From an optimization exercise on the open Yosys and OpenROAD flow, aimed at a short achievable clock period and few clock cycles per item; shortcuts taken in it are not production practice.
Only simulation tests tie the RTL to the original design; equivalence was not proved.
Power figures rest on the tool's default switching activity, not on a simulated workload.

### flow/flow/run.sh
#!/bin/bash
# The standard layout (standard.sh, unchanged synthesis and steps),
# with plain buffers on the ports instead of the delay cells buffer_ports
# picks by default, and the setup repair aimed a little further.
# Each tool's full output stays in orfs/logs; make's own output goes to
# standard.log here.
set -euo pipefail
bash standard.sh \
    'BUFFER_PORTS_ARGS=-buffer_cell sky130_fd_sc_hd__buf_4' \
    SETUP_SLACK_MARGIN=5.5 \
    finish > standard.log 2>&1
### flow/standard.sh
#!/bin/bash
# synth_recipe.tcl (not shown) runs the flow's synth.tcl, then flattens the netlist and writes it again
# the make line also repeats each setting of config.mk as NAME=value (left out here)
make -C /OpenROAD-flow-scripts/flow DESIGN_CONFIG=/design/flow/config.mk WORK_HOME=/design/flow/orfs CLKGATE_MAP_FILE= SYNTH_SCRIPT=/design/flow/synth_recipe.tcl "${@:-finish}"
### flow/config.mk
export PLATFORM = sky130hd
export DESIGN_NAME = pipeline_cpu
export DESIGN_NICKNAME = pipeline_cpu
export VERILOG_FILES = /design/flow/design.v
export SDC_FILE = /design/flow/constraint.sdc
export NUM_CORES = 4
export LEC_CHECK = 0
export CAP_MARGIN = 20
export CORE_MARGIN = 2
export CORE_UTILIZATION = 40
export PLACE_DENSITY = 0.6
export SLEW_MARGIN = 20
export SYNTH_HIERARCHICAL = 1
export SYNTH_MINIMUM_KEEP_SIZE = 0
### flow/constraint.sdc
create_clock -name core_clock -period 8.5 [get_ports {clock}]
set_input_delay 1.7000 -clock core_clock [delete_from_list [all_inputs] [get_ports {clock}]]
set_output_delay 1.7000 -clock core_clock [all_outputs]
set_load 0.01 [all_outputs]
### flow/design.v
`default_nettype none
package cpu_pkg;
    localparam int XLEN = 32;
    typedef logic [XLEN-1:0] word_t;
    typedef logic [4:0]      reg_addr_t;
    localparam reg_addr_t REG_RA = 5'd31;
    localparam word_t NOP_INSTR = '0;
    localparam int OPC_MSB   = 31;
    localparam int OPC_LSB   = 27;
    localparam int RD_MSB    = 26;
    localparam int RD_LSB    = 22;
    localparam int RS_MSB    = 21;
    localparam int RS_LSB    = 17;
    localparam int RT_MSB    = 16;
    localparam int RT_LSB    = 12;
    localparam int SHAMT_MSB = 11;
    localparam int SHAMT_LSB = 7;
    localparam int ALUOP_MSB = 6;
    localparam int ALUOP_LSB = 2;
    localparam int IMM_MSB   = 16;
    localparam int IMM_LSB   = 0;
    localparam int TGT_MSB   = 26;
    localparam int TGT_LSB   = 0;
    typedef enum logic [4:0] {
        OPC_ALU  = 5'd0,
        OPC_J    = 5'd1,
        OPC_BNE  = 5'd2,
        OPC_JAL  = 5'd3,
        OPC_JR   = 5'd4,
        OPC_ADDI = 5'd5,
        OPC_BLT  = 5'd6,
        OPC_SW   = 5'd7,
        OPC_LW   = 5'd8
    } opcode_e;
    typedef enum logic [4:0] {
        ALU_ADD = 5'd0,
        ALU_SUB = 5'd1,
        ALU_AND = 5'd2,
        ALU_OR  = 5'd3,
        ALU_SLL = 5'd4,
        ALU_SRA = 5'd5
    } alu_op_e;
    typedef struct packed {
        word_t pc_plus1;
        word_t ir;
    } fd_t;
    typedef struct packed {
        word_t pc_plus1;
        word_t ir;
        word_t a;
        word_t b;
    } dx_t;
    typedef struct packed {
        word_t ir;
        word_t o;
        word_t b;
    } xm_t;
    typedef struct packed {
        word_t ir;
        word_t o;
        word_t d;
    } mw_t;
    typedef struct packed {
        logic  taken;
        word_t target;
    } redirect_t;
    typedef struct packed {
        logic xm_a;
        logic mw_a;
        logic xm_b;
        logic mw_b;
        logic mw_dm;
    } bypass_t;
    function automatic logic writes_reg(input logic [4:0] op);
        writes_reg = (op == cpu_pkg::OPC_ALU) || (op == cpu_pkg::OPC_ADDI) || (op == cpu_pkg::OPC_LW) || (op == cpu_pkg::OPC_JAL);
    endfunction
    function automatic logic reads_rs(input logic [4:0] op);
        reads_rs = (op == cpu_pkg::OPC_ALU) || (op == cpu_pkg::OPC_BNE) || (op == cpu_pkg::OPC_ADDI) ||
                   (op == cpu_pkg::OPC_BLT) || (op == cpu_pkg::OPC_SW) || (op == cpu_pkg::OPC_LW);
    endfunction
    function automatic logic reads_rd(input logic [4:0] op);
        reads_rd = (op == cpu_pkg::OPC_SW) || (op == cpu_pkg::OPC_BNE) || (op == cpu_pkg::OPC_JR) || (op == cpu_pkg::OPC_BLT);
    endfunction
endpackage
`default_nettype wire
`default_nettype none
`timescale 1ns/1ps
module pipeline_cpu #(
    parameter bit USE_BTB  = 1'b0,
    parameter int BTB_BITS = 4,
    parameter int BHT_BITS = 6,
    parameter bit F_JUMP   = 1'b1,
    parameter bit F_BR     = 1'b1,
    parameter int F_BR_BITS = 8
) (
    input  wire                 clock,
    input  wire                 arst_n,
    output cpu_pkg::word_t      address_imem,
    input  cpu_pkg::word_t      q_imem,
    output cpu_pkg::word_t      address_dmem,
    output cpu_pkg::word_t      data,
    output logic                wren,
    input  cpu_pkg::word_t      q_dmem,
    output logic                ctrl_write_enable,
    output cpu_pkg::reg_addr_t  ctrl_write_reg,
    output cpu_pkg::reg_addr_t  ctrl_read_reg_a,
    output cpu_pkg::reg_addr_t  ctrl_read_reg_b,
    output cpu_pkg::word_t      data_write_reg,
    input  cpu_pkg::word_t      data_read_reg_a,
    input  cpu_pkg::word_t      data_read_reg_b
);
    localparam logic [4:0] OP_ALU = 5'd0, OP_J = 5'd1, OP_BNE = 5'd2, OP_JAL = 5'd3,
                           OP_JR = 5'd4, OP_ADDI = 5'd5, OP_BLT = 5'd6, OP_SW = 5'd7,
                           OP_LW = 5'd8;
    localparam int NBTB = 1 << BTB_BITS;
    localparam int NBHT = 1 << BHT_BITS;
    localparam logic [1:0] K_JUMP = 2'd0, K_BR = 2'd1, K_RET = 2'd2;
    logic [31:0] pc;
    logic [31:0] ras;           
    logic [NBTB-1:0]                      btb_v;
    logic [NBTB-1:0][31-BTB_BITS:0]       btb_tag;
    logic [NBTB-1:0][1:0]                 btb_kind;
    logic [NBTB-1:0][31:0]                btb_tgt;
    logic [NBHT-1:0][1:0]                 bht;
    logic        fd_valid;
    logic [31:0] fd_ir;
    logic [31:0] fd_pc;
    logic [31:0] fd_pc1;
    logic        fd_fpred;      
    logic        fd_bht;        
    logic        fd_near;       
    logic [31:0] fd_ras;
    logic [4:0]  fd_rb;
    logic [31:0] dx_a, dx_b, dx_sd;
    logic        dx_a_m, dx_a_r;
    logic        dx_b_m, dx_b_r;
    logic        dx_s_m, dx_s_r;
    logic        dx_add, dx_sub, dx_and, dx_or, dx_sll, dx_sra;
    logic [4:0]  dx_sh;
    logic        dx_wr, dx_lw, dx_sw, dx_dmfwd;
    logic [4:0]  dx_rd;
    logic        dx_bne, dx_blt, dx_pred, dx_jr;
    logic [31:0] dx_alt;        
    logic [31:0] dx_jr_pred;
    logic [BHT_BITS-1:0] dx_bidx;
    logic [31:0] xm_o, xm_sd;
    logic        xm_wr, xm_lw, xm_sw;
    logic        xm_bne, xm_blt, xm_jr, xm_pred;
    logic [3:0]  xm_eq, xm_lt, xm_jreq;    
    logic [31:0] xm_target;
    logic [BHT_BITS-1:0] xm_bidx;
    logic        mw_br, mw_taken;
    logic [BHT_BITS-1:0] mw_bidx;
    logic [4:0]  xm_rd;
    logic [31:0] mw_data;
    logic        mw_wr;
    logic [4:0]  mw_rd;
    logic [31:0]          pc_plus1;
    logic [BTB_BITS-1:0]  f_idx;
    logic                 f_hit, f_bht, f_pred;
    logic [1:0]           f_kind;
    logic [31:0]          f_target, f_seq, f_next;
    logic [4:0]           f_opc, f_rb;
    logic                 f_dec_jump, f_dec_jr, f_dec_br, f_dec, f_sel_br;
    logic [31:0]          f_btarget;
    logic                 f_near;
    assign address_imem = pc;
    assign pc_plus1     = pc + 32'd1;
    assign f_idx    = pc[BTB_BITS-1:0];
    assign f_hit    = USE_BTB && btb_v[f_idx] && (btb_tag[f_idx] == pc[31:BTB_BITS]);
    assign f_kind   = btb_kind[f_idx];
    assign f_bht    = bht[pc[BHT_BITS-1:0]][1];
    assign f_pred   = f_hit && ((f_kind != K_BR) || f_bht);
    assign f_target = (f_kind == K_RET) ? ras : btb_tgt[f_idx];
    assign f_seq    = f_pred ? f_target : pc_plus1;
    assign f_opc      = q_imem[31:27];
    assign f_dec_jump = F_JUMP && ((f_opc == OP_J) || (f_opc == OP_JAL));
    assign f_dec_jr   = F_JUMP && (f_opc == OP_JR);
    assign f_sel_br   = F_BR && ((f_opc == OP_BNE) || (f_opc == OP_BLT)) && f_bht;
    assign f_dec_br   = f_sel_br && f_near;
    assign f_dec      = f_dec_jump || f_dec_jr || f_dec_br;
    br_next #(.NB(F_BR_BITS)) u_br_next (
        .pc       (pc),
        .pc_plus1 (pc_plus1),
        .imm      (q_imem[16:0]),
        .next     (f_btarget),
        .near     (f_near)
    );
    assign f_next = f_dec_jump ? {5'd0, q_imem[26:0]} :
                    f_dec_jr   ? ras : f_seq;
    assign f_rb = ((f_opc == OP_SW) || (f_opc == OP_BNE) || (f_opc == OP_JR) || (f_opc == OP_BLT))
                  ? q_imem[26:22] : q_imem[16:12];
    logic [4:0]  d_opc, d_rd, d_rs, d_rt, d_fn, d_dest, d_bsrc;
    logic        d_alu, d_addi, d_lw, d_sw, d_bne, d_blt, d_j, d_jal, d_jr;
    logic        d_rd_rs, d_rd_b, d_use_imm, d_wr;
    logic [31:0] d_imm, d_btarget, d_target, d_jr_pred;
    logic        d_br, d_pred, d_redirect, stall;
    logic        d_a_m, d_a_w, d_b_m, d_b_w, d_s_m, d_s_w;
    logic [1:0]  d_kind;
    assign d_opc  = fd_ir[31:27];
    assign d_rd   = fd_ir[26:22];
    assign d_rs   = fd_ir[21:17];
    assign d_rt   = fd_ir[16:12];
    assign d_fn   = fd_ir[6:2];
    assign d_imm  = {{15{fd_ir[16]}}, fd_ir[16:0]};
    assign d_alu  = fd_valid && (d_opc == OP_ALU);
    assign d_addi = fd_valid && (d_opc == OP_ADDI);
    assign d_lw   = fd_valid && (d_opc == OP_LW);
    assign d_sw   = fd_valid && (d_opc == OP_SW);
    assign d_bne  = fd_valid && (d_opc == OP_BNE);
    assign d_blt  = fd_valid && (d_opc == OP_BLT);
    assign d_j    = fd_valid && ((d_opc == OP_J) || (d_opc == OP_JAL));
    assign d_jal  = fd_valid && (d_opc == OP_JAL);
    assign d_jr   = fd_valid && (d_opc == OP_JR);
    assign ctrl_read_reg_a = d_rs;
    assign ctrl_read_reg_b = fd_rb;
    assign d_rd_rs   = d_alu || d_addi || d_lw || d_sw || d_bne || d_blt;
    assign d_rd_b    = (d_alu && (d_fn[4:2] == 3'd0)) || d_bne || d_blt || d_jr;
    assign d_bsrc    = d_alu ? d_rt : d_rd;
    assign d_use_imm = d_addi || d_lw || d_sw;
    assign d_dest    = d_jal ? 5'd31 : d_rd;
    assign d_wr      = (d_alu || d_addi || d_lw || d_jal) && (d_dest != 5'd0);
    assign d_a_m = d_rd_rs && dx_wr && (dx_rd == d_rs);
    assign d_a_w = d_rd_rs && xm_wr && (xm_rd == d_rs) && !d_a_m;
    assign d_b_m = d_rd_b  && dx_wr && (dx_rd == d_bsrc);
    assign d_b_w = d_rd_b  && xm_wr && (xm_rd == d_bsrc) && !d_b_m;
    assign d_s_m = d_sw    && dx_wr && (dx_rd == d_rd);
    assign d_s_w = d_sw    && xm_wr && (xm_rd == d_rd) && !d_s_m;
    logic [31:0] d_wfwd;
    assign d_wfwd = xm_lw ? q_dmem : xm_o;
    assign stall = dx_lw && (d_a_m || d_b_m);
    assign d_br      = (d_bne || d_blt) && (fd_ir[16:0] != 17'd0);
    assign d_btarget = fd_pc1 + d_imm;
    assign d_jr_pred = fd_fpred ? fd_ras : ras;
    assign d_pred    = d_j || d_jr || (d_br && fd_bht && fd_near);
    assign d_target  = d_j  ? {5'd0, fd_ir[26:0]} :
                       d_jr ? d_jr_pred : d_btarget;
    assign d_kind    = d_jr ? K_RET : d_br ? K_BR : K_JUMP;
    assign d_redirect = !(F_JUMP && F_BR && !USE_BTB) &&
                        fd_valid && !stall && (d_pred != fd_fpred);
    logic [31:0] opb, sd;
    logic [31:0] sum, diff, logic_res, res;
    logic [3:0]  x_eq, x_lt, x_jreq;
    logic [31:0] x_target;
    bypass_mux u_bypass_b (
        .m (xm_o), .r (dx_b),
        .sel_m (dx_b_m), .sel_r (dx_b_r), .o (opb)
    );
    bypass_mux u_bypass_s (
        .m (xm_o), .r (dx_sd),
        .sel_m (dx_s_m), .sel_r (dx_s_r), .o (sd)
    );
    alu_add u_alu_add (
        .xm_o (xm_o), .dx_a (dx_a), .dx_b (dx_b),
        .a_m (dx_a_m), .a_r (dx_a_r),
        .b_m (dx_b_m), .b_r (dx_b_r),
        .sum (sum), .diff (diff)
    );
    alu_logic u_alu_logic (
        .xm_o (xm_o), .dx_a (dx_a), .dx_b (dx_b),
        .a_m (dx_a_m), .a_r (dx_a_r),
        .b_m (dx_b_m), .b_r (dx_b_r),
        .sh (dx_sh), .op_and (dx_and), .op_or (dx_or), .op_sll (dx_sll), .op_sra (dx_sra),
        .o (logic_res)
    );
    assign res = ({32{dx_add}} & sum) | ({32{dx_sub}} & diff) | logic_res;
    branch_compare u_branch_compare (
        .xm_o    (xm_o),
        .dx_a    (dx_a),
        .dx_b    (dx_b),
        .jr_pred (dx_jr_pred),
        .a_m     (dx_a_m),
        .a_r     (dx_a_r),
        .b_m     (dx_b_m),
        .b_r     (dx_b_r),
        .eq      (x_eq),
        .lt      (x_lt),
        .jr_eq   (x_jreq)
    );
    assign x_target = dx_jr ? opb : dx_alt;
    logic m_ne, m_lt, m_taken, kill;
    assign m_ne    = !(&xm_eq);
    assign m_lt    = xm_lt[3] || (xm_eq[3] && xm_lt[2]) ||
                     (xm_eq[3] && xm_eq[2] && xm_lt[1]) ||
                     (xm_eq[3] && xm_eq[2] && xm_eq[1] && xm_lt[0]);
    assign m_taken = xm_bne ? m_ne : m_lt;
    assign kill    = (xm_bne && (m_ne != xm_pred)) ||
                     (xm_blt && (m_lt != xm_pred)) ||
                     (xm_jr && !(&xm_jreq));
    assign address_dmem = xm_o;
    assign wren         = xm_sw;
    assign data         = xm_sd;
    assign ctrl_write_enable = mw_wr;
    assign ctrl_write_reg    = mw_rd;
    assign data_write_reg    = mw_data;
    logic [31:0] pc_other, pc_d;
    logic        pc_sel_br;
    assign pc_other  = kill       ? xm_target :
                       d_redirect ? (d_pred ? d_target : fd_pc1) :
                       stall      ? pc : f_next;
    assign pc_sel_br = f_sel_br && !kill && !d_redirect && !stall;
    pc_final u_pc_final (
        .other  (pc_other),
        .br     (f_btarget),
        .sel_br (pc_sel_br),
        .pc_d   (pc_d)
    );
    always_ff @(posedge clock or negedge arst_n) begin
        if (!arst_n) begin
            pc       <= '0;
            ras      <= '0;
            fd_valid <= 1'b0;
            fd_fpred <= 1'b0;
            for (int i = 0; i < NBTB; i++)
                btb_v[i] <= 1'b0;
            for (int i = 0; i < NBHT; i++)
                bht[i] <= 2'd2;
        end else begin
            pc <= pc_d;
            if (kill || d_redirect)
                fd_valid <= 1'b0;
            else if (!stall)
                fd_valid <= 1'b1;
            if (!stall)
                fd_fpred <= f_pred || f_dec;
            for (int i = 0; i < NBTB; i++)
                if (d_redirect && d_pred && (fd_pc[BTB_BITS-1:0] == i))
                    btb_v[i] <= 1'b1;
            for (int i = 0; i < NBHT; i++) begin
                if (mw_br && (mw_bidx == i)) begin
                    if (mw_taken && bht[i] != 2'd3) bht[i] <= bht[i] + 2'd1;
                    if (!mw_taken && bht[i] != 2'd0) bht[i] <= bht[i] - 2'd1;
                end
            end
            if (d_jal && !stall)
                ras <= fd_pc1;
        end
    end
    always_ff @(posedge clock) begin
        if (!stall) begin
            fd_ir  <= q_imem;
            fd_pc  <= pc;
            fd_pc1 <= pc_plus1;
            fd_bht <= f_bht;
            fd_near <= f_near || !F_BR;
            fd_ras <= ras;
            fd_rb  <= f_rb;
        end
        for (int i = 0; i < NBTB; i++) begin
            if (d_redirect && d_pred && (fd_pc[BTB_BITS-1:0] == i)) begin
                btb_tag[i]  <= fd_pc[31:BTB_BITS];
                btb_kind[i] <= d_kind;
                btb_tgt[i]  <= d_target;
            end
        end
    end
    always_ff @(posedge clock or negedge arst_n) begin
        if (!arst_n) begin
            dx_wr <= 1'b0; dx_lw <= 1'b0; dx_sw <= 1'b0;
            dx_bne <= 1'b0; dx_blt <= 1'b0; dx_jr <= 1'b0;
        end else begin
            if (kill || stall) begin
                dx_wr <= 1'b0; dx_lw <= 1'b0; dx_sw <= 1'b0;
                dx_bne <= 1'b0; dx_blt <= 1'b0; dx_jr <= 1'b0;
            end else begin
                dx_wr <= d_wr; dx_lw <= d_lw; dx_sw <= d_sw;
                dx_bne <= d_br && d_bne; dx_blt <= d_br && d_blt; dx_jr <= d_jr;
            end
        end
    end
    always_ff @(posedge clock) begin
        dx_a  <= d_jal ? fd_pc1 : d_a_w ? d_wfwd : data_read_reg_a;
        dx_b  <= d_use_imm ? d_imm : d_jal ? 32'd0 : d_b_w ? d_wfwd : data_read_reg_b;
        dx_sd <= d_s_w ? d_wfwd : data_read_reg_b;
        dx_a_m <= d_a_m;
        dx_a_r <= !d_a_m;
        dx_b_m <= d_b_m;
        dx_b_r <= !d_b_m;
        dx_s_m <= d_s_m && !dx_lw;
        dx_s_r <= !d_s_m;
        dx_dmfwd <= d_s_m && dx_lw;
        dx_add <= d_use_imm || d_jal || (d_alu && d_fn == 5'd0);
        dx_sub <= d_alu && (d_fn == 5'd1);
        dx_and <= d_alu && (d_fn == 5'd2);
        dx_or  <= d_alu && (d_fn == 5'd3);
        dx_sll <= d_alu && (d_fn == 5'd4);
        dx_sra <= d_alu && (d_fn == 5'd5);
        dx_sh  <= fd_ir[11:7];
        dx_rd  <= d_dest;
        dx_pred <= d_pred;
        dx_alt  <= d_pred ? fd_pc1 : d_btarget;
        dx_jr_pred <= d_jr_pred;
        dx_bidx <= fd_pc[BHT_BITS-1:0];
    end
    always_ff @(posedge clock or negedge arst_n) begin
        if (!arst_n) begin
            xm_wr <= 1'b0; xm_lw <= 1'b0; xm_sw <= 1'b0;
            xm_bne <= 1'b0; xm_blt <= 1'b0; xm_jr <= 1'b0;
            mw_wr <= 1'b0; mw_br <= 1'b0;
        end else begin
            xm_wr   <= dx_wr && !kill;
            xm_lw   <= dx_lw && !kill;
            xm_sw   <= dx_sw && !kill;
            xm_bne  <= dx_bne && !kill;
            xm_blt  <= dx_blt && !kill;
            xm_jr   <= dx_jr && !kill;
            mw_wr   <= xm_wr;
            mw_br   <= xm_bne || xm_blt;
        end
    end
    always_ff @(posedge clock) begin
        xm_o      <= res;
        xm_sd     <= dx_dmfwd ? q_dmem : sd;
        xm_rd     <= dx_rd;
        xm_target <= x_target;
        xm_pred   <= dx_pred;
        xm_eq     <= x_eq;
        xm_lt     <= x_lt;
        xm_jreq   <= x_jreq;
        xm_bidx   <= dx_bidx;
        mw_taken  <= m_taken;
        mw_bidx   <= xm_bidx;
        mw_data   <= xm_lw ? q_dmem : xm_o;
        mw_rd     <= xm_rd;
    end
endmodule
module br_next #(
    parameter int NB = 10
) (
    input  wire [31:0] pc,
    input  wire [31:0] pc_plus1,
    input  wire [16:0] imm,
    output wire [31:0] next,
    output wire        near
);
    wire [NB:0] lo;
    assign lo   = {1'b0, pc[NB-1:0]} + {1'b0, imm[NB-1:0]} + {{NB{1'b0}}, 1'b1};
    assign near = (imm[16:NB-1] == {(18-NB){imm[16]}}) && (lo[NB] == imm[16]);
    assign next = near ? {pc[31:NB], lo[NB-1:0]} : pc_plus1;
endmodule
module pc_final (
    input  wire [31:0] other,
    input  wire [31:0] br,
    input  wire        sel_br,
    output wire [31:0] pc_d
);
    assign pc_d = sel_br ? br : other;
endmodule
module branch_compare (
    input  wire [31:0] xm_o,
    input  wire [31:0] dx_a,
    input  wire [31:0] dx_b,
    input  wire [31:0] jr_pred,
    input  wire        a_m,
    input  wire        a_r,
    input  wire        b_m,
    input  wire        b_r,
    output wire [3:0]  eq,
    output wire [3:0]  lt,
    output wire [3:0]  jr_eq
);
    genvar g;
    generate
        for (g = 0; g < 4; g++) begin : grp
            wire [7:0] m, ra, rb, p;
            wire eq_mb, eq_am, eq_ab;
            wire lt_bm, lt_ma, lt_ba;
            assign m  = xm_o[8*g+7:8*g];
            assign ra = dx_a[8*g+7:8*g];
            assign rb = dx_b[8*g+7:8*g];
            assign p  = jr_pred[8*g+7:8*g];
            assign eq_mb = (m == rb);
            assign eq_am = (ra == m);
            assign eq_ab = (ra == rb);
            if (g == 3) begin : sgn
                assign lt_bm = ($signed(rb) < $signed(m));
                assign lt_ma = ($signed(m)  < $signed(ra));
                assign lt_ba = ($signed(rb) < $signed(ra));
            end else begin : uns
                assign lt_bm = (rb < m);
                assign lt_ma = (m  < ra);
                assign lt_ba = (rb < ra);
            end
            assign eq[g] = (a_m && b_m) ||
                           (a_m && b_r && eq_mb) ||
                           (a_r && b_m && eq_am) ||
                           (a_r && b_r && eq_ab);
            assign lt[g] = (a_m && b_r && lt_bm) ||
                           (a_r && b_m && lt_ma) ||
                           (a_r && b_r && lt_ba);
            assign jr_eq[g] = (b_m && (m == p)) || (b_r && (rb == p));
        end
    endgenerate
endmodule
module bypass_mux (
    input  wire [31:0] m,
    input  wire [31:0] r,
    input  wire        sel_m,
    input  wire        sel_r,
    output wire [31:0] o
);
    assign o = ({32{sel_m}} & m) | ({32{sel_r}} & r);
endmodule
module alu_add (
    input  wire [31:0] xm_o,
    input  wire [31:0] dx_a,
    input  wire [31:0] dx_b,
    input  wire        a_m,
    input  wire        a_r,
    input  wire        b_m,
    input  wire        b_r,
    output wire [31:0] sum,
    output wire [31:0] diff
);
    wire [31:0] a, b;
    assign a = ({32{a_m}} & xm_o) | ({32{a_r}} & dx_a);
    assign b = ({32{b_m}} & xm_o) | ({32{b_r}} & dx_b);
    add32_ks u_sum  (.a (a), .b (b),  .cin (1'b0), .sum (sum));
    add32_ks u_diff (.a (a), .b (~b), .cin (1'b1), .sum (diff));
endmodule
module add32_ks (
    input  wire [31:0] a,
    input  wire [31:0] b,
    input  wire        cin,
    output wire [31:0] sum
);
    wire [31:0] p;
    wire [31:0] g [0:5];
    wire [31:0] q [0:5];
    assign p    = a ^ b;
    assign g[0] = (a & b) | {31'd0, p[0] & cin};
    assign q[0] = p;
    genvar k, i;
    generate
        for (k = 0; k < 5; k++) begin : lvl
            for (i = 0; i < 32; i++) begin : bit_
                if (i >= (1 << k)) begin : span
                    assign g[k+1][i] = g[k][i] | (q[k][i] & g[k][i - (1 << k)]);
                    assign q[k+1][i] = q[k][i] & q[k][i - (1 << k)];
                end else begin : keep
                    assign g[k+1][i] = g[k][i];
                    assign q[k+1][i] = q[k][i];
                end
            end
        end
    endgenerate
    assign sum = p ^ {g[5][30:0], cin};
endmodule
module alu_logic (
    input  wire [31:0] xm_o,
    input  wire [31:0] dx_a,
    input  wire [31:0] dx_b,
    input  wire        a_m,
    input  wire        a_r,
    input  wire        b_m,
    input  wire        b_r,
    input  wire [4:0]  sh,
    input  wire        op_and,
    input  wire        op_or,
    input  wire        op_sll,
    input  wire        op_sra,
    output wire [31:0] o
);
    wire [31:0] a, b, shl, shr;
    assign a   = ({32{a_m}} & xm_o) | ({32{a_r}} & dx_a);
    assign b   = ({32{b_m}} & xm_o) | ({32{b_r}} & dx_b);
    assign shl = a << sh;
    assign shr = $signed(a) >>> sh;
    assign o   = ({32{op_and}} & (a & b)) |
                 ({32{op_or}}  & (a | b)) |
                 ({32{op_sll}} & shl) |
                 ({32{op_sra}} & shr);
endmodule
`default_nettype wire
==> run_results.csv, run 1 <==
group,metric,value,unit
power_and_ir_drop,leakage,23.6,nW
synthesis,netlist_instances,4732,
synthesis,ys_ff_latch,671,
detailed_routing,route.detailed.drc,0,
cts,worstSkewPairLatency,680,ps
synthesis,avgSynthCellArea,9.23,µm²
timing,relSlewSlack,0.219,
grt,grt_max_degree,122,
outcome,status,"timing/DRC/antenna clean",
detailed_routing,drtIter0Drc,5024,
timing,period_share,0.397,
critical_path,arrival,3920,ps
floorplan,coreArea,109000,µm²
grt,grt_pass1_wl,275,mm
synthesis,synth_top_cells_by_count,"474 x nand2_1, 393 x o21ai_0, 354 x dfxtp_1, 317 x a21oi_1, 316 x nor2_1",
cts,clockRootBuffer,"clkbuf_16",
critical_path,crit_path_end_kind,"flop",
cts,cts_buffer_depth,3,
grt,grt_antenna_before_repair,5,
synthesis,yosys.area.top_type_share,0.162,
timing,hold_viol_final,0,
critical_path,cp.required,9050,ps
place,hpwl,127,mm
timing,finalSetupViolCount,0,
synthesis,synth_area_leaders,"dfxtp_1 16%, dfrtp_1 8.2%, edfxtp_1 7.5%",
power_and_ir_drop,power_density,236,nW/µm²
timing,setup_tns,0,ps
grt,grt.overflow.total,0,
timing,final_max_slew_viol_count,0,
power_and_ir_drop,vdd.ir_drop.worst,0.160,mV
detailed_routing,drtPass1Iterations,11,
final_layout,nNetsFinal,5612,
critical_path,path_class,"flop to flop",
final_layout,fin_util,0.522,
critical_path,worstPathMaxFanout,6,
synthesis,synth_fp_nets,5064,
place,dpl.cell_count,6212,
floorplan,row_count,121,
cts,cts_max_level,3,
synthesis,synth.most_common_cell,"nand2_1",
timing,skew,34.7,ps
synthesis,synth_edf_count,109,
min_path,min_path_type,"flop to flop",
cts,numCtsBuffers,79,
synthesis,yosys_warnings,8,
detailed_routing,vias,43315,
synthesis,ys_seq_area_frac,0.358,
floorplan,ios,275,
synthesis,synth_area,43700,µm²
synthesis,synth_flop_cell,"dfxtp_1",
grt,grtUsageTotal,0.329,
floorplan,chipWidth,335,µm
place,gp_congestion,0.998,
floorplan,die-area,112000,µm²
detailed_routing,drt-total-wl,193,mm
detailed_routing,via_per_inst,6.41,
final_layout,drive_above_1_share,0.324,
place,io_buffers,274,
detailed_routing,wl_per_cell,28.5,µm
flow_run,max_cap_violations,0,
timing,rsz0062_at_grt,"yes",
final_layout,area_growth,29.8,%
final_layout,fin_cells,6760,
timing,min_period,3370,ps
timing,tightest_slew,1170,ps
cts,path_clk_slew,60,ps
timing,clock.fmax,296,MHz
detailed_routing,ant_nets,0,
grt,grt_pass1_vias,40830,
synthesis,synth_top_area_cell,"dfxtp_1",
final_layout,fill_cells,9665,
synthesis,async_reset_ff_frac,0.310,
floorplan,die_h,335,µm
synthesis,ys_types,111,
cts,cts_tree,"yes",
cts,numClockSinks,671,
floorplan,start_util,0.403,
critical_path,start_kind,"flop",
critical_path,r2r_slack,5130,ps
==> worst paths after layout <==
path / startpoint / end / cells after the start
max: fd_ir[29]$_DFFE_PN_ / pc[26]$_DFF_PN0_ / 12
min: dx_bidx[0]$_DFF_P_ / xm_bidx[0]$_DFF_P_ / 0
max reg2reg: fd_ir[29]$_DFFE_PN_ / pc[26]$_DFF_PN0_ / 12
min reg2reg: dx_bidx[0]$_DFF_P_ / xm_bidx[0]$_DFF_P_ / 0
max in group asynchronous: arst_n / pc[21]$_DFF_PN0_ / 2
min in group asynchronous: arst_n / bht[40]$_DFFE_PN0P_ / 1
==> state kept, by name (all words and copies together), names as in the netlist, 6 cells and up <==
register and flops:
bht 128, dx_a 32, dx_alt 32, dx_b 32
dx_jr_pred 32, dx_sd 32, fd_ir 32, fd_pc1 32
fd_ras 32, mw_data 32, pc 32, ras 32
xm_o 32, xm_sd 32, xm_target 32, dx_bidx 6
fd_pc 6, mw_bidx 6, xm_bidx 6
==> metrics by stage <==
step	power, W	hold WS, ps	setup WS (ps)	area [µm²]
after detailed placement	0.00873	313	3960	46600
after floorplan	0.00736	310	4750	43800
after global routing	0.0140	337	5050	56700
after CTS	0.0129	326	5210	55100
after global placement	0.00868	312	3890	46600
final	0.0134	326	5130	56700
==> power breakdown <==
part	internal, W	total [W]	switching (W)
Sequential	0.00410	0.00487	0.000767
Clock	0.00201	0.00353	0.00152
Combinational	0.00236	0.00499	0.00263
Total	0.00847	0.0134	0.00492
==> logic make-up after synthesis <==
logic type	share of synthesized area
AND/OR/NAND/NOR	0.137
other	0.000172
flip-flops	0.358
adder cells (fa/ha/maj)	0.0589
AO/OA/AOI/OAI	0.239
buffers and inverters	0.0489
multiplexers	0.117
XOR/XNOR	0.0413
==> cells in the final DEF (no fill, tap or decap), types with 64 or more instances in the layout <==
cell / synthesis / routed
dfxtp_1: 354 / 312
edfxtp_1: 109 / 109
buf_4: 4 / 587
nand2_1: 474 / 460
o21ai_1: 51 / 68
ha_1: 196 / 130
a22o_1: 183 / 151
nor3_1: 83 / 64
a21oi_1: 317 / 280
mux2_2: 182 / 181
xor2_1: 110 / 107
clkbuf_16: 0 / 88
dfstp_2: 64 / 64
nand3_1: 101 / 96
inv_1: 145 / 141
o21ai_0: 393 / 358
xnor2_1: 96 / 95
nor2_1: 316 / 301
mux2i_1: 113 / 88
dfrtp_1: 144 / 111
==> worst max-delay path: stages (launching register included) <==
cell       delay, ps
edfxtp_1         410
or4b_4           600
or2_4            290
and3_4           170
a221o_1          300
nor4_4           310
o21a_4           230
buf_12           180
clkinv_16        100
nand2_8           70
nor3_2            40
a221o_1          270
mux2_4           270
==> per-layer routing <==
| layer | share of wire | routed length, µm | GRT usage |
|---|---|---|---|
| met1 | 0.41 | 78900 | 0.450 |
| met2 | 0.42 | 81700 | 0.492 |
| met3 | 0.12 | 22800 | 0.0854 |
| met4 | 0.049 | 9490 | 0.138 |
| met5 | 0.000088 | 17 | 0 |
==> per-module statistics from Yosys (local to each module, per instance), a selection <==
module / flops+latches / cell area, µm² / cells inside / times used
alu_add: 0 / 1010 / 118 / 1
branch_compare: 0 / 3060 / 405 / 1
alu_logic: 0 / 5100 / 720 / 1
bypass_mux: 0 / 350 / 38 / 2
pipeline_cpu: 671 / 27900 / 2609 / 1
pc_final: 0 / 544 / 36 / 1
add32_ks: 0 / 1980 / 288 / 2
==> area by class of cell <==
cell class,count,area [µm²],area share
multi-input cells,3642,28600,0.504
flip-flops and latches,671,15800,0.279
repair buffers,734,7230,0.128
clock buffers,115,2370,0.0418
well taps,1414,1770,0.0312
inverters,149,619,0.0109
clock inverters,31,295,0.00521
repair inverters,3,40.0,0.000706
diodes,1,2.50,0.0000441
==> what timing repair did <==
item / in CTS / in global routing
buffers inserted: 285 / 70
pin swaps: 167 / 103
cloned: 41 / 4
resized for setup: 600 / 217
hold buffers: 0 / 0
endpoints found under the setup margin: 306 / 273
Testbench counts, summed over its fixed seeds: cycles 10,423, instrs 9,364.
==> run 2, diff against run 1 <==
--- a/flow/design.v
+++ b/flow/design.v
@@ -118,2 +118,3 @@
     logic [31:0] pc;
+    logic [31:0] pc_d;          
     logic [31:0] ras;           
@@ -166,3 +167,9 @@
     logic                 f_near;
-    assign address_imem = pc;
+    logic [BHT_BITS-1:0] pc_bidx;
+    pc_copy #(.W(32)) u_pc_port (
+        .clock (clock), .arst_n (arst_n), .d (pc_d), .q (address_imem)
+    );
+    pc_copy #(.W(BHT_BITS)) u_pc_bidx (
+        .clock (clock), .arst_n (arst_n), .d (pc_d[BHT_BITS-1:0]), .q (pc_bidx)
+    );
     assign pc_plus1     = pc + 32'd1;
@@ -171,3 +178,3 @@
     assign f_kind   = btb_kind[f_idx];
-    assign f_bht    = bht[pc[BHT_BITS-1:0]][1];
+    assign f_bht    = bht[pc_bidx][1];
     assign f_pred   = f_hit && ((f_kind != K_BR) || f_bht);
@@ -295,3 +302,3 @@
     assign data_write_reg    = mw_data;
-    logic [31:0] pc_other, pc_d;
+    logic [31:0] pc_other;
     logic        pc_sel_br;
@@ -573,2 +580,17 @@
 endmodule
+module pc_copy #(
+    parameter int W = 32
+) (
+    input  wire         clock,
+    input  wire         arst_n,
+    input  wire [W-1:0] d,
+    output reg  [W-1:0] q
+);
+    always_ff @(posedge clock or negedge arst_n) begin
+        if (!arst_n)
+            q <= '0;
+        else
+            q <= d;
+    end
+endmodule
 `default_nettype wire
==> run 2 against run 1 <==
Against the previous run:
- clock skew increased by 24 ps
- sequential power increased by 7.8%
- non-clock buffer count decreased by 94
- count of clock-buffer cells in the layout decreased by 3
- still clean
- fmax about the same
- register-to-register slack improved by 50 ps
- synthesized cell count increased by 0.87%
- critical path type is now input port to flop
- critical path depth increased by 3
- total power increased by 3.5%
- sequential share of layout area increased by 1.2 points
- combinational power decreased by 8.8%
==> run_results.csv, run 2 <==
group,metric,value,unit
outcome,status,"timing/DRC/antenna clean",
final_layout,antennaDiodeCount,0,
synthesis,synth_top_area_cell,"dfxtp_1",
detailed_routing,vias,42803,
synthesis,synth_fp_nets,5105,
synthesis,netlist_instances,4773,
synthesis,yosys_warnings,10,
floorplan,ios,275,
power_and_ir_drop,power_density,242,nW/µm²
critical_path,r2r_cells,15,
place,hpwl,129,mm
detailed_routing,drt-total-wl,192,mm
synthesis,yosys.area.top_type_share,0.158,
power_and_ir_drop,vdd.ir_drop.worst,0.148,mV
synthesis,synth-simple-area-share,0.136,
detailed_routing,route.detailed.drc,0,
grt,grt_antenna_before_repair,5,
final_layout,final_cell_mix,"516 x buf_4, 448 x nand2_1, 319 x o21ai_0",
final_layout,regMostFlops,"bht",
min_path,holdPathStages,0,
cts,path_clk_slew,70,ps
min_path,min_path_type,"flop to flop",
grt,grt_max_degree,108,
synthesis,synth.most_common_cell,"nand2_1",
synthesis,async_reset_ff_frac,0.347,
final_layout,largest_register_ffs,128,
synthesis,synth_area_leaders,"dfxtp_1 16%, dfrtp_1 10%, edfxtp_1 7.3%",
critical_path,worstPathMaxFanout,6,
final_layout,drive_above_1_share,0.309,
synthesis,synthMuxAreaShare,0.120,
critical_path,cp.required,9080,ps
floorplan,chipWidth,339,µm
synthesis,synth_flop_cell,"dfxtp_1",
detailed_routing,drtIter0Drc,4846,
final_layout,area_growth,28.0,%
detailed_routing,wl_per_cell,28.3,µm
synthesis,synth_area,44900,µm²
synthesis,synth_top_cells_by_count,"460 x nand2_1, 371 x o21ai_0, 354 x dfxtp_1, 347 x nor2_1, 267 x a21oi_1",
synthesis,synth_edf_count,109,
final_layout,final_common_cell,"buf_4",
timing,skew,58.5,ps
place,io_buffers,274,
flow_run,max_cap_violations,0,
floorplan,die_h,339,µm
final_layout,nNetsFinal,5557,
synthesis,ys_types,116,
floorplan,die-area,115000,µm²
timing,period_share,0.397,
synthesis,ys_seq_area_frac,0.370,
timing,finalSetupViolCount,0,
grt,grt_pass1_vias,40051,
timing,tightest_slew,1170,ps
timing,setup_tns,0,ps
timing,rsz0062_at_grt,"yes",
timing,hold_viol_final,0,
synthesis,ys_ff_latch,709,
place,gp_congestion,1.02,
cts,numClockSinks,709,
grt,grt.overflow.total,0,
timing,final_max_slew_viol_count,0,
detailed_routing,drtPass1Iterations,6,
cts,clockRootBuffer,"clkbuf_16",
cts,worstSkewPairLatency,690,ps
synthesis,synth_adder_area_share,0.0576,
grt,grtUsageTotal,0.316,
detailed_routing,via_per_inst,6.31,
synthesis,synth_xor_area_frac,0.0392,
place,post-place-ws,4150,ps
grt,grt_pass1_wl,272,mm
power_and_ir_drop,leakage,23.9,nW
floorplan,coreArea,111000,µm²
cts,cts_max_level,3,
detailed_routing,ant_nets,0,
synthesis,avgSynthCellArea,9.40,µm²
floorplan,row_count,122,
timing,clock.fmax,296,MHz
timing,relSlewSlack,0.216,
critical_path,crit_path_end_kind,"flop",
cts,numCtsBuffers,83,
cts,cts_buffer_depth,3,
critical_path,path_class,"input port to flop",
cts,cts_tree,"yes",
timing,min_period,3370,ps
synthesis,synth-compound-area-share,0.230,
floorplan,start_util,0.404,
critical_path,arrival,3950,ps
critical_path,start_kind,"input port",
synthesis,synth_top_family_by_area,"compound AO/OA/AOI/OAI gates",
timing,setup_ws,5130,ps
==> run 2: repair_timing <==
item | CTS | global route
gates resized for setup | 501 | 257
pin swaps | 95 | 110
setup buffers | 191 | 84
hold endpoints to repair | 0 | 0
setup endpoints to repair | 333 | 307
hold buffers | 0 | 0
gates cloned | 25 | 8
==> run 2: per-stage QoR <==
stage               cell area [µm²]  utilization  total power, W  hold WS (ps)  cells
floorplan                     45100            -         0.00775           310   4773
global route                  57400        0.517          0.0145           331   6783
finish                        57400        0.517          0.0139           323   6783
detailed placement            48000        0.432         0.00920           312   6320
global placement              47900        0.432         0.00914           311   6318
CTS                           55600        0.501          0.0136           326   6691
==> run 2: critical path, stage by stage <==
cell,delay (ps)
buf_12,110
inv_12,40
ha_4,110
inv_2,40
fa_2,380
a211oi_4,230
or3_4,190
buf_6,110
buf_6,90
buf_6,100
o2111ai_4,150
clkbuf_16,260
nor2_4,110
a221oi_2,40
mux2_4,290
==> run 2: kinds of logic (layout without fill, tap and decap cells) <==
kind of cell / Yosys count / count (layout)
AOI/OAI and AO/OA: 1499 / 1501
adders and majority gates: 203 / 203
muxes: 422 / 422
DFF: 709 / 709
and+or+nand+nor: 1306 / 1307
buffers and inverters: 431 / 950
xor gates and xnor gates: 201 / 201
other: 2 / 2
==> run 2: layout make-up <==
cell class	instances	area (µm²)
well taps	1488	1860
repair buffers	640	6230
flip-flops and latches	709	16700
clock inverters	43	716
multi-input cells	3636	28900
clock buffers	112	2410
inverters	155	611
fillers	10033	53600
==> run 2: final timing paths <==
check | from | slack, ps | end
max | q_imem[0] | 5130 | pc[14]$_DFF_PN0_
min | dx_bidx[3]$_DFF_P_ | 320 | xm_bidx[3]$_DFF_P_
max reg2reg | fd_ir[27]$_DFFE_PN_ | 5180 | dx_b[15]$_DFF_P_
min reg2reg | dx_bidx[3]$_DFF_P_ | 320 | xm_bidx[3]$_DFF_P_
max in group asynchronous | arst_n | 6090 | u_pc_bidx.q[0]$_DFF_PN0_
min in group asynchronous | arst_n | 970 | bht[0]$_DFFE_PN0P_
==> run 2: layer usage <==
layer | GRT usage | vias up | routed length (µm)
met5 | 0 | - | 26
met4 | 0.156 | 4 | 11100
met3 | 0.0602 | 552 | 16100
met2 | 0.493 | 2413 | 85500
met1 | 0.417 | 20940 | 79200
li1 | - | 18894 | -
==> run 2: power breakdown <==
part	switching [W]	total, W	internal (W)	leakage (nW)
logic	0.00243	0.00455	0.00212	15.2
registers	0.000906	0.00525	0.00435	7.21
clock network	0.00162	0.00407	0.00245	1.49
==> run 2: modules after synthesis (local to each module, per instance), a selection <==
module | times used | cell area [µm²]
add32_ks | 2 | 1980
alu_add | 1 | 1010
alu_logic | 1 | 5100
branch_compare | 1 | 3060
bypass_mux | 2 | 350
pc_final | 1 | 544
pipeline_cpu | 1 | 28100
Testbench counts of run 2, summed over its fixed seeds: cycles 10,423, instrs 9,364.
==> run 3, diff against run 2 <==
--- a/flow/design.v
+++ b/flow/design.v
@@ -134,2 +134,3 @@
     logic [4:0]  fd_rb;
+    logic        fd_use_a, fd_use_b, fd_sw;
     logic [31:0] dx_a, dx_b, dx_sd;
@@ -215,3 +216,3 @@
     assign d_lw   = fd_valid && (d_opc == OP_LW);
-    assign d_sw   = fd_valid && (d_opc == OP_SW);
+    assign d_sw   = fd_valid && fd_sw;
     assign d_bne  = fd_valid && (d_opc == OP_BNE);
@@ -223,5 +224,5 @@
     assign ctrl_read_reg_b = fd_rb;
-    assign d_rd_rs   = d_alu || d_addi || d_lw || d_sw || d_bne || d_blt;
-    assign d_rd_b    = (d_alu && (d_fn[4:2] == 3'd0)) || d_bne || d_blt || d_jr;
-    assign d_bsrc    = d_alu ? d_rt : d_rd;
+    assign d_rd_rs   = fd_valid && fd_use_a;
+    assign d_rd_b    = fd_valid && fd_use_b;
+    assign d_bsrc    = fd_rb;
     assign d_use_imm = d_addi || d_lw || d_sw;
@@ -354,2 +355,7 @@
             fd_rb  <= f_rb;
+            fd_use_a <= (f_opc == OP_ALU) || (f_opc == OP_ADDI) || (f_opc == OP_LW) ||
+                        (f_opc == OP_SW) || (f_opc == OP_BNE) || (f_opc == OP_BLT);
+            fd_use_b <= ((f_opc == OP_ALU) && (q_imem[6:4] == 3'd0)) || (f_opc == OP_BNE) ||
+                        (f_opc == OP_BLT) || (f_opc == OP_JR);
+            fd_sw    <= (f_opc == OP_SW);
         end
==> run 3 against run 2 <==
Against the previous run:
- fmax up 2.8%
- still clean
- first-iteration DRC count decreased by 8.5%
- total power fell by 5.3%
- register-to-register slack better by 80 ps
- final area decreased by 4.8%
- critical path depth fell by 4
- largest cell class unchanged
- critical path type unchanged
- non-clock buffer count fell by 64
- synthesized cell count is 0.90% lower
- largest power group unchanged
==> run_results.csv, run 3 <==
group,metric,value,unit
outcome,status,"timing/DRC/antenna clean",
floorplan,row_count,122,
synthesis,synth_flop_cell,"dfxtp_1",
floorplan,coreArea,111000,µm²
synthesis,ys_ff_latch,712,
cts,cts_tree,"yes",
critical_path,max_stage_delay,360,ps
synthesis,synth_top_area_cell,"dfxtp_1",
grt,grt_max_degree,154,
synthesis,yosys.area.top_type_share,0.159,
synthesis,synth_area,44700,µm²
cts,clockRootBuffer,"clkbuf_16",
final_layout,regMostFlops,"bht",
detailed_routing,drtIter0Drc,4433,
synthesis,synth.most_common_cell,"nand2_1",
timing,finalSetupViolCount,0,
grt,grt_pass1_vias,39595,
cts,path_clk_slew,60,ps
final_layout,final_common_cell,"buf_4",
floorplan,start_util,0.403,
power_and_ir_drop,vdd.ir_drop.worst,0.171,mV
place,gp_congestion,1.02,
floorplan,chipWidth,338,µm
cts,numCtsBuffers,83,
synthesis,ys_seq_area_frac,0.374,
synthesis,synth_fp_nets,5062,
critical_path,r2r_slack,5260,ps
final_layout,largest_register_ffs,128,
synthesis,synth_edf_count,112,
detailed_routing,via_per_inst,6.25,
final_layout,final_cell_mix,"514 x buf_4, 424 x nand2_1, 370 x nor2_1",
synthesis,synth_area_leaders,"dfxtp_1 16%, dfrtp_1 10%, edfxtp_1 7.5%",
synthesis,yosys_warnings,10,
detailed_routing,route.detailed.drc,0,
power_and_ir_drop,power_density,240,nW/µm²
floorplan,ios,275,
timing,period_share,0.386,
grt,grt_pass1_wl,261,mm
critical_path,crit_path_end_kind,"flop",
timing,min_period,3280,ps
timing,rsz0062_at_grt,"yes",
cts,ctsHoldBuffers,0,
cts,worstSkewPairLatency,680,ps
timing,relSlewSlack,0.342,
synthesis,async_reset_ff_frac,0.346,
detailed_routing,ant_nets,0,
synthesis,netlist_instances,4730,
floorplan,die-area,114000,µm²
critical_path,cp.required,9040,ps
critical_path,cp_slowest_cell,"fa_2",
grt,grt.overflow.total,0,
cts,cts_buffer_depth,3,
cts,numClockSinks,712,
final_layout,area_growth,22.4,%
final_layout,drive_above_1_share,0.282,
detailed_routing,vias,41704,
critical_path,path_cells,"buf_12 > inv_12 > ha_4 > inv_2 > fa_2 > a211oi_4 > or3_4 > and3_4 > o21a_4 > mux2_4 > mux2_4",
timing,hold_viol_final,0,
timing,clock.fmax,305,MHz
final_layout,fin_util,0.494,
synthesis,avgSynthCellArea,9.44,µm²
timing,setup_tns,0,ps
timing,skew,31.6,ps
min_path,min_path_type,"flop to flop",
critical_path,cpMostUsedCell,"mux2_4",
floorplan,die_h,338,µm
timing,final_max_slew_viol_count,0,
critical_path,arrival,3820,ps
grt,grt_antenna_before_repair,8,
final_layout,fill_cells,10125,
synthesis,ys_types,117,
critical_path,path_class,"input port to flop",
critical_path,start_kind,"input port",
power_and_ir_drop,leakage,22.4,nW
critical_path,worstPathMaxFanout,7,
place,hpwl,124,mm
place,io_buffers,274,
cts,cts_max_level,3,
timing,tightest_slew,987,ps
grt,grtUsageTotal,0.299,
final_layout,nNetsFinal,5453,
detailed_routing,drtPass1Iterations,6,
detailed_routing,drt-total-wl,180,mm
detailed_routing,wl_per_cell,27.0,µm
synthesis,synth_top_cells_by_count,"434 x nand2_1, 379 x nor2_1, 367 x o21ai_0, 354 x dfxtp_1, 261 x a21oi_1",
flow_run,max_cap_violations,0,
run 3: per-layer routing:
| metal | vias to the layer above | GRT usage | routed length, µm |
|---|---|---|---|
| li1 | 18601 | - | - |
| met1 | 20360 | 0.388 | 73000 |
| met2 | 2179 | 0.469 | 80000 |
| met3 | 562 | 0.0578 | 15500 |
| met4 | 2 | 0.164 | 11600 |
| met5 | - | 0 | 9 |
run 3: final cells by class:
type,count,area (µm²),share of cell area
multi-input cells,3604,27600,0.505
flip-flops and latches,712,16800,0.308
clock inverters,39,383,0.00700
diodes,1,2.50,0.0000458
clock buffers,110,2410,0.0440
inverters,143,591,0.0108
repair inverters,1,11.3,0.000206
repair buffers,576,4970,0.0910
well taps,1488,1860,0.0341
run 3: power breakdown:
group          switching [W]  internal [W]  total [W]
combinational        0.00224       0.00195    0.00419
sequential          0.000886       0.00439    0.00527
clock                0.00155       0.00213    0.00368
total                0.00467       0.00846     0.0131
run 3: cell families (layout without fill, tap and decap cells):
| logic type | after synthesis | count (layout) | synth area share |
|---|---|---|---|
| AOI/OAI and AO/OA | 1502 | 1502 | 0.230 |
| and+or+nand+nor | 1283 | 1284 | 0.133 |
| DFF | 712 | 712 | 0.374 |
| buffers and inverters | 415 | 869 | 0.0462 |
| muxes | 404 | 404 | 0.118 |
| xor gates and xnor gates | 210 | 210 | 0.0412 |
| adders and majority gates | 202 | 202 | 0.0576 |
| other | 2 | 3 | 0.000168 |
run 3: through the flow:
stage          instance area, µm²  total power, W  worst slack (ps)  hold WS (ps)  instances
6_report                    54700          0.0131              5220           319       6674
3_3_place_gp                47700         0.00901              3960           312       6279
5_1_grt                     54700          0.0138              5180           327       6673
2_1_floorplan               44800         0.00767              4740           310       4730
3_5_place_dp                47700         0.00907              4200           312       6281
4_1_cts                     53100          0.0130              5240           322       6587
run 3: worst max-delay path, delay by kind of cell:
kind                     cells  cell delay (ps)
AO/OA/AOI/OAI                2              490
adder cells (fa/ha/maj)      2              470
buffers and inverters        3              180
multiplexers                 2              590
AND/OR/NAND/NOR              2              380
run 3: modules after synthesis, one instance, submodules excluded, a selection:
module | flip-flops and latches | area, µm² | cells inside | copies in the design
alu_add | 0 | 1010 | 118 | 1
alu_logic | 0 | 5100 | 720 | 1
pc_final | 0 | 544 | 36 | 1
bypass_mux | 0 | 350 | 38 | 2
pipeline_cpu | 674 | 27900 | 2569 | 1
branch_compare | 0 | 3060 | 405 | 1
add32_ks | 0 | 1980 | 288 | 2
run 3: worst paths after layout:
check	endpoint	from	cells after the start
setup / recovery	u_pc_bidx.q[2]$_DFF_PN0_	q_imem[0]	11
setup reg to reg	xm_o[31]$_DFF_P_	dx_a_m$_DFF_P_	11
hold reg to reg	xm_bidx[1]$_DFF_P_	dx_bidx[1]$_DFF_P_	0
max in group asynchronous	xm_lw$_DFF_PN0_	arst_n	2
hold / removal	xm_bidx[1]$_DFF_P_	dx_bidx[1]$_DFF_P_	0
min in group asynchronous	bht[2]$_DFFE_PN0P_	arst_n	1
run 3: repair_timing:
item | in CTS | in global routing
pin swaps | 55 | 82
setup buffers | 153 | 77
setup endpoints to repair | 218 | 154
cloned | 4 | 9
gates resized for setup | 312 | 176
Testbench counts of run 3, summed over its fixed seeds: cycles 10,423, instrs 9,364.
==> run 4, diff against run 3 <==
==> flow/run.sh (new file) <==
#!/bin/bash
# synth_recipe.tcl (not shown) runs the flow's synth.tcl, then flattens the netlist and writes it again
# the make line also repeats each setting of config.mk as NAME=value (left out here)
make -C /OpenROAD-flow-scripts/flow DESIGN_CONFIG=/design/flow/config.mk WORK_HOME=/design/flow/orfs CLKGATE_MAP_FILE= SYNTH_SCRIPT=/design/flow/synth_recipe.tcl finish
--- a/flow/config.mk
+++ b/flow/config.mk
@@ -11,2 +11,3 @@
 export PLACE_DENSITY = 0.6
+export SETUP_SLACK_MARGIN = 5
 export SLEW_MARGIN = 20
removed: flow/flow/run.sh
removed: flow/standard.sh
==> run 4 against run 3 <==
Against the previous run:
- sequential share of layout area rose by 1.3 points
- global-route usage fell by 0.23 points
- largest cell class unchanged
- still clean on timing, DRC and antenna
- critical path type is now flop to flop
- worst hold slack improved by 6.0 ps
- utilization fell by 2.0 points
==> run_results.csv, run 4 <==
group,metric,value,unit
detailed_routing,via_per_inst,6.20,
place,dpl.cell_count,6280,
detailed_routing,wl_per_cell,27.2,µm
synthesis,synth_area_leaders,"dfxtp_1 16%, dfrtp_1 10%, edfxtp_1 7.5%",
power_and_ir_drop,p_switching,0.00459,W
synthesis,avgSynthCellArea,9.44,µm²
power_and_ir_drop,vdd.ir_drop.worst,0.153,mV
power_and_ir_drop,intPower,0.00843,W
critical_path,arrival,4100,ps
synthesis,synth_edf_count,112,
grt,grt_pass1_wl,258,mm
final_layout,seq_area,16800,µm²
detailed_routing,drtPass1Iterations,7,
timing,finalSetupViolCount,0,
cts,worstSkewPairLatency,690,ps
timing,min_period,3510,ps
power_and_ir_drop,clkPwrFrac,0.292,
timing,setup_tns,0,ps
final_layout,nNetsFinal,5253,
power_and_ir_drop,switching_share,0.353,
timing,period_share,0.413,
timing,clock.fmax,285,MHz
synthesis,ys_types,117,
critical_path,cp.required,9090,ps
place,io_buffers,274,
final_layout,fin_cells,6478,
detailed_routing,route.detailed.drc,0,
floorplan,ios,275,
detailed_routing,ant_nets,0,
synthesis,ys_ff_latch,712,
cts,cts_max_level,3,
flow_run,max_cap_violations,0,
detailed_routing,vias,40193,
detailed_routing,drtIter0Drc,4163,
power_and_ir_drop,power_density,248,nW/µm²
synthesis,synth_top_cells_by_count,"434 x nand2_1, 379 x nor2_1, 367 x o21ai_0, 354 x dfxtp_1, 261 x a21oi_1",
place,gp_congestion,1.01,
grt,grt_max_degree,158,
floorplan,start_util,0.403,
floorplan,die_h,338,µm
timing,skew,34.0,ps
place,post-place-ws,3700,ps
synthesis,synth_fp_nets,5062,
timing,final_max_slew_viol_count,0,
final_layout,final_common_cell,"nand2_1",
synthesis,yosys.area.top_type_share,0.159,
synthesis,synth_top_area_cell,"dfxtp_1",
final_layout,drive_above_1_share,0.163,
critical_path,path_class,"flop to flop",
critical_path,worstPathMaxFanout,48,
min_path,min_path_type,"flop to flop",
grt,grt_pass1_vias,38408,
final_layout,largest_register_ffs,128,
place,hpwl,126,mm
cts,ctsHoldBuffers,0,
floorplan,chipWidth,338,µm
grt,grt_antenna_before_repair,5,
critical_path,crit_path_end_kind,"flop",
critical_path,start_kind,"flop",
synthesis,synth_area,44700,µm²
synthesis,synth_flop_cell,"dfxtp_1",
floorplan,coreArea,111000,µm²
timing,rsz0062_at_grt,"yes",
cts,numCtsBuffers,82,
synthesis,netlist_instances,4730,
grt,grt.overflow.total,0,
power_and_ir_drop,leakage,21.0,nW
final_layout,area_growth,17.5,%
power_and_ir_drop,pwr-share-comb,0.301,
power_and_ir_drop,seqPwrFrac,0.407,
floorplan,row_count,122,
floorplan,die-area,114000,µm²
detailed_routing,drt-total-wl,176,mm
final_layout,fill_cells,10439,
cts,numClockSinks,712,
timing,relSlewSlack,0.260,
synthesis,synth.most_common_cell,"nand2_1",
cts,cts_tree,"yes",
timing,hold_viol_final,0,
timing,tightest_slew,1110,ps
final_layout,multiInputGateArea,26400,µm²
cts,cts_buffer_depth,3,
synthesis,ys_seq_area_frac,0.374,
final_layout,final_cell_mix,"433 x nand2_1, 376 x nor2_1, 361 x o21ai_0",
synthesis,yosys_warnings,10,
timing,setup_ws,4990,ps
synthesis,async_reset_ff_frac,0.346,
outcome,status,"timing/DRC/antenna clean",
final_layout,regMostFlops,"bht",
cts,clockRootBuffer,"clkbuf_16",
grt,grtUsageTotal,0.297,
cts,path_clk_slew,60,ps
run 4: power by group through the flow:
| stage | clock network (W) | registers [W] | logic, W |
|---|---|---|---|
| 2_1_floorplan | 0 | 0.00498 | 0.00268 |
| 3_3_place_gp | 0 | 0.00537 | 0.00368 |
| 3_5_place_dp | 0 | 0.00538 | 0.00373 |
| 4_1_cts | 0.00385 | 0.00531 | 0.00383 |
| 5_1_grt | 0.00398 | 0.00539 | 0.00428 |
| 6_report | 0.00380 | 0.00531 | 0.00392 |
run 4: critical path: stages, from the launching register on:
cell and delay (ps):
dfxtp_2 320, buf_6 390, nand2b_1 530, o22ai_1 170, a221oi_1 800, o22ai_1 170
a21oi_1 540, a221o_1 350, a221o_1 150
run 4: per-module statistics from Yosys (local to each module, per instance), a selection:
module	copies in the design	cell area, µm²	cells inside
add32_ks	2	1980	288
alu_add	1	1010	118
alu_logic	1	5100	720
branch_compare	1	3060	405
bypass_mux	2	350	38
pc_final	1	544	36
pipeline_cpu	1	27900	2569
run 4: logic make-up (layout without fill, tap and decap cells):
logic type	after synthesis	count (layout)	share of synthesized area
fa+ha+maj	202	202	0.0576
mux	404	404	0.118
xor+xnor	210	210	0.0412
other cells	2	3	0.000168
compound gates	1502	1502	0.230
buf+inv	415	674	0.0462
flops	712	712	0.374
simple gates	1283	1283	0.133
run 4: layer usage:
metal,share of wire,track usage,vias up
met5,0,0,-
met4,0.052,0.133,0
met3,0.069,0.0481,439
met2,0.46,0.476,1757
met1,0.42,0.393,19810
li1,-,-,18187
run 4: layout make-up:
class                           count  share of cell area
Clock inverter                     45              0.0103
Tap cell                         1488              0.0355
Multi-Input combinational cell   3603               0.503
Inverter                          143              0.0107
Clock buffer                      107              0.0446
Sequential cell                   712               0.321
Antenna cell                        1           0.0000477
Timing Repair Buffer              379              0.0754
run 4: path summary, 6_finish.rpt:
path	start	endpoint	slack, ps	depth (start not counted)
hold / removal	xm_bidx[5]$_DFF_P_	mw_bidx[5]$_DFF_P_	320	0
min in group asynchronous	arst_n	bht[34]$_DFFE_PN0P_	1000	1
setup / recovery	dx_sh[0]$_DFF_P_	xm_o[3]$_DFF_P_	4990	8
max in group asynchronous	arst_n	xm_sw$_DFF_PN0_	6020	2
setup reg to reg	dx_sh[0]$_DFF_P_	xm_o[3]$_DFF_P_	4990	8
hold reg to reg	xm_bidx[5]$_DFF_P_	mw_bidx[5]$_DFF_P_	320	0
run 4: stage by stage:
stage	cell area, µm²	hold WS [ps]	power, W	utilization
after floorplan	44700	310	0.00766	-
after global placement	48300	311	0.00905	0.437
after detailed placement	48300	312	0.00911	0.437
after CTS	52000	325	0.0130	0.470
after global routing	52400	327	0.0137	0.474
final	52500	325	0.0130	0.474
run 4: what timing repair did:
action / CTS / global route
buffers inserted: 23 / 16
hold endpoints to repair: 0 / 0
pin swaps: 12 / 18
setup endpoints to repair: 217 / 102
cloned: 4 / 2
resized for setup: 148 / 68

separate check: timing with driven ports:
How much do the figures lean on ideal ports? The routed layouts below were timed once more, with nothing changed but the port constraints. Step 1 assumes that a clkbuf_16 drives the clock port and a buf_2 every other input. Step 2 times the ports against the registers' clock, not the clock port: input delays grow and output delays shrink by t, the midpoint of the rising clock arrivals with the driver on. Three values: ideal ports, drivers, drivers and shift; two values: the first two.
run | t (ns) | slack for setup (ns) | worst setup path after step 2 | slew at the worst register clock pin (ns) | pins driven straight from the clock port
run 1 | 0.740 | 5.126 / 5.126 / 4.446 | input to register | 0.08 / 0.08 | 1
run 2 | 0.744 | 5.126 / 5.157 / 4.413 | input to register | 0.07 / 0.07 | 1
run 3 | 0.741 | 5.219 / 5.245 / 4.504 | input to register | 0.07 / 0.07 | 1
run 4 | 0.748 | 4.991 / 4.948 / 4.388 | input to register | 0.07 / 0.07 | 1
After both steps every run listed still meets setup and hold. The setup slack of run 3, which loses most, moves by +0.026 ns with the drivers and by -0.715 ns with both steps.
